Context: an optimization exercise on an open-source flow, tuned for small area and a short achievable clock period. The choices shown serve that exercise and are no tape-out recipe.
The RTL was checked by simulation tests, not by an equivalence proof against the original design.

==> flow/design.v (excerpt) <==
module md_unit (
  input  logic        clk,
  input  logic        reset,
  input  logic        start,
  input  logic [2:0]  md_op,
  input  logic        we_hilo,
  input  logic [31:0] a,
  input  logic [31:0] b,
  output logic        busy,
  output logic [31:0] hi,
  output logic [31:0] lo
);
Size in the first run: roughly 180 flip-flops, roughly 140 I/O pins.
Settings: LEC_CHECK=0, ABC_AREA=1, CAP_MARGIN=20, CORE_MARGIN=2, CORE_UTILIZATION=65, PLACE_DENSITY=0.75, SLEW_MARGIN=20; clock period 100.0 ns.
standard.sh (not shown) runs the stock make flow with config.mk's settings and CLKGATE_MAP_FILE= SYNTH_SCRIPT=/design/flow/synth_recipe.tcl, a recipe that flattens the netlist after the stock synthesis.
==> flow/flow/run.sh <==
#!/bin/bash
set -o pipefail
export BUFFER_PORTS_ARGS="-buffer_cell sky130_fd_sc_hd__buf_2"
export CTS_ARGS="-sink_clustering_enable -repair_clock_nets -root_buf sky130_fd_sc_hd__clkbuf_16 -buf_list sky130_fd_sc_hd__clkbuf_8 -dont_use_dummy_load"
bash standard.sh > standard.log 2>&1
The first run completed with no timing, DRC or antenna violations.
Next try:
- ABC_AREA: 1 -> unset
Worst hold slack is worse by 0.036 ns.
Global-route usage went down by 2.3 points.
Worst setup slack is better by 0.97 ns.
Synthesized area went up slightly.
Die area went up slightly.
Sequential cell count stays the same.
Cell count went down by roughly a tenth.
Next try:
- ABC_AREA: unset -> 1
- GPL_TIMING_DRIVEN: unset -> 0
- The new run passed the timing, design-rule and antenna checks
- wire length came out higher by a quarter to a third
- non-clock buffer count climbs by 118
- worst setup slack gets worse by 0.36 ns
- clock skew grows by 0.0070 ns
- cell area grows slightly
- area after synthesis fell slightly
- register-to-register slack is better by 1.8 ns
- clock-buffer cell count is unchanged

---

== v14 ==
Another version of the RTL of md_unit (not shown whole).
Size: ~18,000 sq um of cells after synthesis.
clock: 100.0 ns
lec_check: 0
abc_area: 1
cap_margin: 20
core_margin: 2
core_utilization: 40
slew_margin: 20
==> flow/flow/run.sh <==
#!/bin/bash
set -o pipefail
cp standard.sh out/standard.sh.txt 2>/dev/null
export BUFFER_PORTS_ARGS="-buffer_cell sky130_fd_sc_hd__buf_2"
bash standard.sh > standard.log 2>&1
diff inputs: v14 => v17
# v14
export LEC_CHECK = 0
export ABC_AREA = 1
export CAP_MARGIN = 20
export CORE_MARGIN = 2
export CORE_UTILIZATION = 40
export SLEW_MARGIN = 20
create_clock -name core_clock -period 100.0 [get_ports {clk}]
# v17
export LEC_CHECK = 0
export CAP_MARGIN = 20
export CORE_MARGIN = 2
export CORE_UTILIZATION = 40
export SLEW_MARGIN = 20
create_clock -name core_clock -period 100.0 [get_ports {clk}]
## What came out
Cell area, v17 and v14: higher on v17
From v17 to v14, number of enable flip-flop cells after synthesis did not move at all.
In v17 the register-to-register slack turned out 1.54 ns higher than in v14.
Of v17 and v14, v14 shows the higher non-clock buffer total of the final layout, with v17 below it.
Post-route non-filler standard cell count (v17 vs. v14) decreases by a little under 10%
Simple-gate share of the synthesized area down 5.0 points in v17 wrt v14
Between v17 and v14, mux contribution to synthesized area is higher for v17, v14 comes in under that.
### v17 -> v6
# v17
export LEC_CHECK = 0
export CAP_MARGIN = 20
export CORE_MARGIN = 2
export CORE_UTILIZATION = 40
export SLEW_MARGIN = 20
create_clock -name core_clock -period 100.0 [get_ports {clk}]
# v6
export LEC_CHECK = 0
export CAP_MARGIN = 20
export CORE_MARGIN = 2
export CORE_UTILIZATION = 40
export CTS_BUF_LIST = sky130_fd_sc_hd__clkbuf_8
export SLEW_MARGIN = 20
create_clock -name core_clock -period 100.0 [get_ports {clk}]
Results
There was hardly any difference in routing usage on met3 between v17 and v6. v17: PASS, flow complete, no timing, DRC or antenna violations. v6: full flow OK, the timing, design-rule and antenna checks passed. Routed wire length delta (v17 -> v6): insignificant. Compared with v17, v6 shows a clock buffer count in the final layout that is 1 lower.

[what the ideal ports hide]
No port has a modelled driver above. Below, the same layouts with a new extraction and two added sets of constraints.
Step 1 sets driving cells, clkbuf_16 on the clock port and buf_2 on the other inputs (assumed; they add their load-dependent delay and slew).
Step 2 moves the port delays by t, midway between the first and last clock arrival at a register: inputs arrive t later, outputs are due t later. That takes back most of the time a late clock gives input paths.
Slacks: ideal / step 1 / step 2; pairs: ideal / step 1.
run	shift t [ns]	setup slack, ns	worst hold slack (ns)
the first run of note 1	0.447	77.906 / 77.941 / 77.494	0.484 / 0.484 / 0.484
the second run of note 1	0.458	78.879 / 78.909 / 78.457	0.449 / 0.449 / 0.449
the third run of note 1	0.460	78.521 / 78.549 / 78.089	0.488 / 0.488 / 0.488
v14	0.548	77.303 / 77.303 / 77.303	0.485 / 0.485 / 0.485
v17	0.558	78.557 / 78.591 / 78.033	0.476 / 0.476 / 0.476
v6	0.622	78.637 / 78.669 / 78.047	0.478 / 0.478 / 0.478
After both steps setup and hold are still met in every run listed. The setup slack of v6, which loses most, moves by +0.032 ns with the drivers and by -0.590 ns with both steps.
